This is an optimization exercise on Yosys and OpenROAD, whose aim is small area, a short achievable clock period and few clock cycles, not a production implementation. Function was checked by simulation only, so behaviour that the tests miss may differ from the original. Power is estimated from default activity; no workload was simulated.

==> module p256_mod_add, before the edit <==
module p256_mod_add #(
    parameter int RD_LAT = 3
) (
    input  logic        clk,
    input  logic        rst_n,
    input  logic        ena,
    input  logic [31:0] a_din,
    input  logic [31:0] b_din,
    output logic        rdy,
    output logic [2:0]  a_addr,
    output logic [2:0]  b_addr,
    output logic [2:0]  d_addr,
    output logic        d_wren,
    output logic [31:0] d_dout
);
    localparam int NB = 6;
    localparam logic [8*NB+7:0] BND = {8'd32, 8'd26, 8'd21, 8'd16, 8'd11, 8'd6, 8'd0};
    logic [3:0]  k_q, k_d;
    logic        r_q, f_q, cin_q;
    logic        bad;
    logic        first, word0;
    logic        m_q, m0_q;
    logic [31:0] s0_q, s0;
    logic [NB-1:0] g_q, p_q, g, p;
    logic        c31_q, c31;
    logic        co;
    logic [31:0] z;
    assign first = k_q == 4'd2;
    assign word0 = k_q == 4'd3;
    assign z = {{30{m_q}}, m_q | first, m0_q};
    WordSplitAdd #(.NB(NB), .BND(BND)) u_split (
        .x(a_din), .y(b_din), .z(z), .y0(c31_q & ~first & ~word0),
        .s0(s0), .g(g), .p(p), .c31(c31)
    );
    WordFinish #(.NB(NB), .BND(BND)) u_fin (
        .s0(s0_q), .g(g_q), .p(p_q), .cin(cin_q),
        .sum(d_dout), .cout(co)
    );
    assign a_addr = k_q[2:0];
    assign b_addr = k_q[2:0];
    assign d_addr = {~k_q[2], k_q[1:0]};
    assign d_wren = k_q >= 4'd4 && k_q <= 4'd11;
    assign rdy    = k_q == 4'd12;
    assign bad = k_q == 4'd11 && r_q && !(co || c31_q);
    always_comb begin
        k_d = k_q;
        if (bad) begin
            k_d = 4'd15;
        end else if (k_q != 4'd12) begin
            k_d = k_q + 4'd1;
        end
    end
    always_ff @(posedge clk or negedge rst_n) begin
        if (!rst_n) begin
            k_q     <= 4'd15;
            r_q     <= 1'b0;
            f_q     <= 1'b0;
            cin_q   <= 1'b0;
            m_q     <= 1'b0;
            m0_q    <= 1'b0;
        end else if (ena) begin
            k_q <= k_d;
            if (bad) f_q <= 1'b1;
            if (k_q == 4'd3) begin
                r_q   <= (co | c31_q) & ~f_q;
                cin_q <= (co | c31_q) & ~f_q;
            end else begin
                cin_q <= co & (k_q != 4'd2);
            end
            m_q     <= r_q && k_d >= 4'd6 && k_d <= 4'd9;
            m0_q    <= r_q && k_d >= 4'd6 && k_d <= 4'd8;
        end
    end
    always_ff @(posedge clk) begin
        if (ena) begin
            s0_q  <= s0;
            g_q   <= g;
            p_q   <= p;
            c31_q <= c31;
        end
    end
endmodule
clock: 6.0 ns
lec_check: 0
abc_area: 1
cap_margin: 20
core_margin: 2
core_utilization: 40
setup_slack_margin: 2.9
slew_margin: 20
standard.sh (not shown) runs the stock make flow with config.mk's settings and CLKGATE_MAP_FILE= SYNTH_SCRIPT=/design/flow/synth_recipe.tcl, a recipe that flattens the netlist after the stock synthesis.
==> flow/flow/run.sh <==
#!/bin/bash
# The standard layout, with the port buffers inserted as the smallest buffer
# (sky130_fd_sc_hd__buf_1) instead of the resizer's default pick; timing repair
# resizes them from there. Each step's full output stays in orfs/logs; make's own
# output goes to standard.log.
set -euo pipefail
export BUFFER_PORTS_ARGS="-buffer_cell sky130_fd_sc_hd__buf_1"
bash standard.sh > standard.log 2>&1
Testbench counts at the start, summed over its fixed seeds: cycles 4,480.
Next try:
--- a/flow/design.v
+++ b/flow/design.v
@@ -82,9 +82,9 @@
     output logic        d_wren,
     output logic [31:0] d_dout
 );
     localparam int NB = 6;
-    localparam logic [8*NB+7:0] BND = {8'd32, 8'd26, 8'd21, 8'd16, 8'd11, 8'd6, 8'd0};
+    localparam logic [8*NB+7:0] BND = {8'd32, 8'd27, 8'd22, 8'd17, 8'd12, 8'd6, 8'd0};
     logic [3:0]  k_q, k_d;
     logic        r_q, f_q, cin_q;
     logic        bad;
     logic        first, word0;
Total power went down by 16%.
Fmax shrinks by about 0.6%.
Cell area hardly moves.
Synthesized cell count fell by about 1.5%.
Sequential power is lower by about 12%.
Sequential share of layout area hardly moves.
Testbench counts after the change, summed over its fixed seeds: cycles 4,480.


Setup of fjord:
Another version of the RTL of p256_mod_add (not shown whole).
Size in the first run: roughly 440 cells after synthesis, roughly 50 flip-flops, roughly 110 I/O pins, about 4400 µm² of cells after synthesis.
==> module WordSplitAdd, before the edit <==
module WordSplitAdd #(
    parameter int NB = 2
) (
    input  logic [31:0]   x,
    input  logic [31:0]   y,
    input  logic [31:0]   z,
    input  logic          y0,     
    output logic [31:0]   s0,     
    output logic [NB-1:0] g,      
    output logic [NB-1:0] p,      
    output logic          c31     
);
    localparam int BW = 32 / NB;
    logic [31:0] s, c, w;
    assign s = x ^ y ^ z;
    assign c = (x & y) | (x & z) | (y & z);
    assign w = {c[30:0], y0};
    for (genvar b = 0; b < NB; b++) begin : g_blk
        assign {g[b], s0[b*BW +: BW]} = {1'b0, s[b*BW +: BW]} + {1'b0, w[b*BW +: BW]};
        assign p[b] = &(s[b*BW +: BW] ^ w[b*BW +: BW]);
    end
    assign c31 = c[31];
endmodule
==> module WordFinish, before the edit <==
module WordFinish #(
    parameter int NB = 2
) (
    input  logic [31:0]   s0,
    input  logic [NB-1:0] g,
    input  logic [NB-1:0] p,
    input  logic          cin,
    output logic [31:0]   sum,
    output logic          cout
);
    localparam int BW = 32 / NB;
    logic [NB:0] cb;
    always_comb begin
        for (int b = 0; b <= NB; b++) begin
            logic t;
            t = cin;
            for (int k = 0; k < b; k++) t = t & p[k];
            cb[b] = t;
            for (int k = 0; k < b; k++) begin
                t = g[k];
                for (int j = k + 1; j < b; j++) t = t & p[j];
                cb[b] = cb[b] | t;
            end
        end
    end
    for (genvar b = 0; b < NB; b++) begin : g_blk
        for (genvar i = 0; i < BW; i++) begin : g_bit
            if (i == 0) begin : g_lsb
                assign sum[b*BW] = s0[b*BW] ^ cb[b];
            end else begin : g_up
                assign sum[b*BW + i] = s0[b*BW + i] ^ (cb[b] & (&s0[b*BW +: i]));
            end
        end
    end
    assign cout = cb[NB];
endmodule
==> module p256_mod_add, before the edit <==
module p256_mod_add #(
    parameter int RD_LAT = 3
) (
    input  logic        clk,
    input  logic        rst_n,
    input  logic        ena,
    input  logic [31:0] a_din,
    input  logic [31:0] b_din,
    output logic        rdy,
    output logic [2:0]  a_addr,
    output logic [2:0]  b_addr,
    output logic [2:0]  d_addr,
    output logic        d_wren,
    output logic [31:0] d_dout
);
    localparam int NB = 4;
    logic [3:0]  k_q, k_d;
    logic        r_q, f_q, cin_q;
    logic        bad;
    logic        first, word0;
    logic        m_q, m0_q;
    logic [31:0] s0_q, s0;
    logic [NB-1:0] g_q, p_q, g, p;
    logic        c31_q, c31;
    logic        co;
    logic [31:0] z;
    assign first = k_q == 4'd2;
    assign word0 = k_q == 4'd3;
    assign z = {{30{m_q}}, m_q | first, m0_q};
    WordSplitAdd #(.NB(NB)) u_split (
        .x(a_din), .y(b_din), .z(z), .y0(c31_q & ~first & ~word0),
        .s0(s0), .g(g), .p(p), .c31(c31)
    );
    WordFinish #(.NB(NB)) u_fin (
        .s0(s0_q), .g(g_q), .p(p_q), .cin(cin_q),
        .sum(d_dout), .cout(co)
    );
    assign a_addr = k_q[2:0];
    assign b_addr = k_q[2:0];
    assign d_addr = {~k_q[2], k_q[1:0]};
    assign d_wren = k_q >= 4'd4 && k_q <= 4'd11;
    assign rdy    = k_q == 4'd12;
    assign bad = k_q == 4'd11 && r_q && !(co || c31_q);
    always_comb begin
        k_d = k_q;
        if (bad) begin
            k_d = 4'd15;
        end else if (k_q != 4'd12) begin
            k_d = k_q + 4'd1;
        end
    end
    always_ff @(posedge clk or negedge rst_n) begin
        if (!rst_n) begin
            k_q     <= 4'd15;
            r_q     <= 1'b0;
            f_q     <= 1'b0;
            cin_q   <= 1'b0;
            m_q     <= 1'b0;
            m0_q    <= 1'b0;
        end else if (ena) begin
            k_q <= k_d;
            if (bad) f_q <= 1'b1;
            if (k_q == 4'd3) begin
                r_q   <= (co | c31_q) & ~f_q;
                cin_q <= (co | c31_q) & ~f_q;
            end else begin
                cin_q <= co & (k_q != 4'd2);
            end
            m_q     <= r_q && k_d >= 4'd6 && k_d <= 4'd9;
            m0_q    <= r_q && k_d >= 4'd6 && k_d <= 4'd8;
        end
    end
    always_ff @(posedge clk) begin
        if (ena) begin
            s0_q  <= s0;
            g_q   <= g;
            p_q   <= p;
            c31_q <= c31;
        end
    end
endmodule
export LEC_CHECK = 0
export ABC_AREA = 1
export CAP_MARGIN = 20
export CORE_MARGIN = 2
export CORE_UTILIZATION = 40
export SETUP_SLACK_MARGIN = 2.9
export SLEW_MARGIN = 20
create_clock -name core_clock -period 6.0 [get_ports {clk}]
Scripts as last shown in full above: flow/flow/run.sh
Testbench counts of fjord, summed over its fixed seeds: cycles 4,480.
Changes in harbor relative to fjord:
--- a/flow/design.v
+++ b/flow/design.v
@@ -4,9 +4,10 @@
     localparam logic [255:0] K_256 =
         256'h00000000fffffffeffffffffffffffffffffffff000000000000000000000001;
 endpackage
 module WordSplitAdd #(
-    parameter int NB = 2
+    parameter int NB = 4,
+    parameter logic [8*NB+7:0] BND = {8'd32, 8'd24, 8'd16, 8'd8, 8'd0}
 ) (
     input  logic [31:0]   x,
     input  logic [31:0]   y,
     input  logic [31:0]   z,
@@ -15,30 +16,31 @@
     output logic [NB-1:0] g,      
     output logic [NB-1:0] p,      
     output logic          c31     
 );
-    localparam int BW = 32 / NB;
     logic [31:0] s, c, w;
     assign s = x ^ y ^ z;
     assign c = (x & y) | (x & z) | (y & z);
     assign w = {c[30:0], y0};
     for (genvar b = 0; b < NB; b++) begin : g_blk
-        assign {g[b], s0[b*BW +: BW]} = {1'b0, s[b*BW +: BW]} + {1'b0, w[b*BW +: BW]};
-        assign p[b] = &(s[b*BW +: BW] ^ w[b*BW +: BW]);
+        localparam int LO = BND[8*b +: 8];
+        localparam int BW = BND[8*(b+1) +: 8] - LO;
+        assign {g[b], s0[LO +: BW]} = {1'b0, s[LO +: BW]} + {1'b0, w[LO +: BW]};
+        assign p[b] = &(s[LO +: BW] ^ w[LO +: BW]);
     end
     assign c31 = c[31];
 endmodule
 module WordFinish #(
-    parameter int NB = 2
+    parameter int NB = 4,
+    parameter logic [8*NB+7:0] BND = {8'd32, 8'd24, 8'd16, 8'd8, 8'd0}
 ) (
     input  logic [31:0]   s0,
     input  logic [NB-1:0] g,
     input  logic [NB-1:0] p,
     input  logic          cin,
     output logic [31:0]   sum,
     output logic          cout
 );
-    localparam int BW = 32 / NB;
     logic [NB:0] cb;
     always_comb begin
         for (int b = 0; b <= NB; b++) begin
             logic t;
@@ -52,13 +54,15 @@
             end
         end
     end
     for (genvar b = 0; b < NB; b++) begin : g_blk
+        localparam int LO = BND[8*b +: 8];
+        localparam int BW = BND[8*(b+1) +: 8] - LO;
         for (genvar i = 0; i < BW; i++) begin : g_bit
             if (i == 0) begin : g_lsb
-                assign sum[b*BW] = s0[b*BW] ^ cb[b];
+                assign sum[LO] = s0[LO] ^ cb[b];
             end else begin : g_up
-                assign sum[b*BW + i] = s0[b*BW + i] ^ (cb[b] & (&s0[b*BW +: i]));
+                assign sum[LO + i] = s0[LO + i] ^ (cb[b] & (&s0[LO +: i]));
             end
         end
     end
     assign cout = cb[NB];
@@ -77,9 +81,10 @@
     output logic [2:0]  d_addr,
     output logic        d_wren,
     output logic [31:0] d_dout
 );
-    localparam int NB = 4;
+    localparam int NB = 5;
+    localparam logic [8*NB+7:0] BND = {8'd32, 8'd26, 8'd20, 8'd14, 8'd7, 8'd0};
     logic [3:0]  k_q, k_d;
     logic        r_q, f_q, cin_q;
     logic        bad;
     logic        first, word0;
@@ -91,13 +96,13 @@
     logic [31:0] z;
     assign first = k_q == 4'd2;
     assign word0 = k_q == 4'd3;
     assign z = {{30{m_q}}, m_q | first, m0_q};
-    WordSplitAdd #(.NB(NB)) u_split (
+    WordSplitAdd #(.NB(NB), .BND(BND)) u_split (
         .x(a_din), .y(b_din), .z(z), .y0(c31_q & ~first & ~word0),
         .s0(s0), .g(g), .p(p), .c31(c31)
     );
-    WordFinish #(.NB(NB)) u_fin (
+    WordFinish #(.NB(NB), .BND(BND)) u_fin (
         .s0(s0_q), .g(g_q), .p(p_q), .cin(cin_q),
         .sum(d_dout), .cout(co)
     );
     assign a_addr = k_q[2:0];
Findings:
Post-CTS setup buffer count: harbor vs fjord identical. From fjord to harbor the numbers moved as follows: cell count went down about 3.7%; combined global-route utilization of all metal layers went down 0.34 points; core utilization held. NOTE total number of vias fjord->harbor decreased by a few percent. From fjord to harbor, number of port buffers did not move at all. fjord → harbor: post-DP HPWL went down 170 µm, met1 track demand over resource in global routing held, count of buffering cells on the critical path with inverters included went up 1. Looking at wire length across both flows, harbor is the stronger of the two, with fjord trailing. fjord and harbor ended up with nearly the same floorplan die area. Cell area | harbor vs fjord | harbor smaller. Summary: with fjord as the reference, total of plain and repair buffers excluding clock buffers in harbor moved down slightly.
Testbench counts of harbor, summed over its fixed seeds: cycles 4,480.

[what the ideal ports hide]
The results above use ideal ports. As a check the final layouts listed here were re-extracted and re-timed, cells and wires unchanged.
Step 1, drivers: a clkbuf_16 drives clk and a buf_2 each remaining input, both assumed.
Step 2 times the ports against the registers' clock, not the clock port: input delays grow and output delays shrink by t, the midpoint of the rising clock arrivals with the driver on.
Three values: ideal, step 1, step 2; two values: the first two.
run | shift t [ns] | setup WS [ns] | hold slack, ns
the first run of note 1 | 0.336 | 2.989 / 2.959 / 2.778 | 0.485 / 0.485 / 0.485
the second run of note 1 | 0.336 | 2.971 / 2.940 / 2.720 | 0.478 / 0.478 / 0.478
fjord | 0.321 | 2.957 / 2.929 / 2.714 | 0.466 / 0.466 / 0.466
harbor | 0.325 | 2.959 / 2.966 / 2.641 | 0.483 / 0.483 / 0.483
After both steps setup and hold are still met in every run listed. For harbor, which loses most, drivers alone change the setup slack by +0.007 ns; drivers and shift together by -0.318 ns.
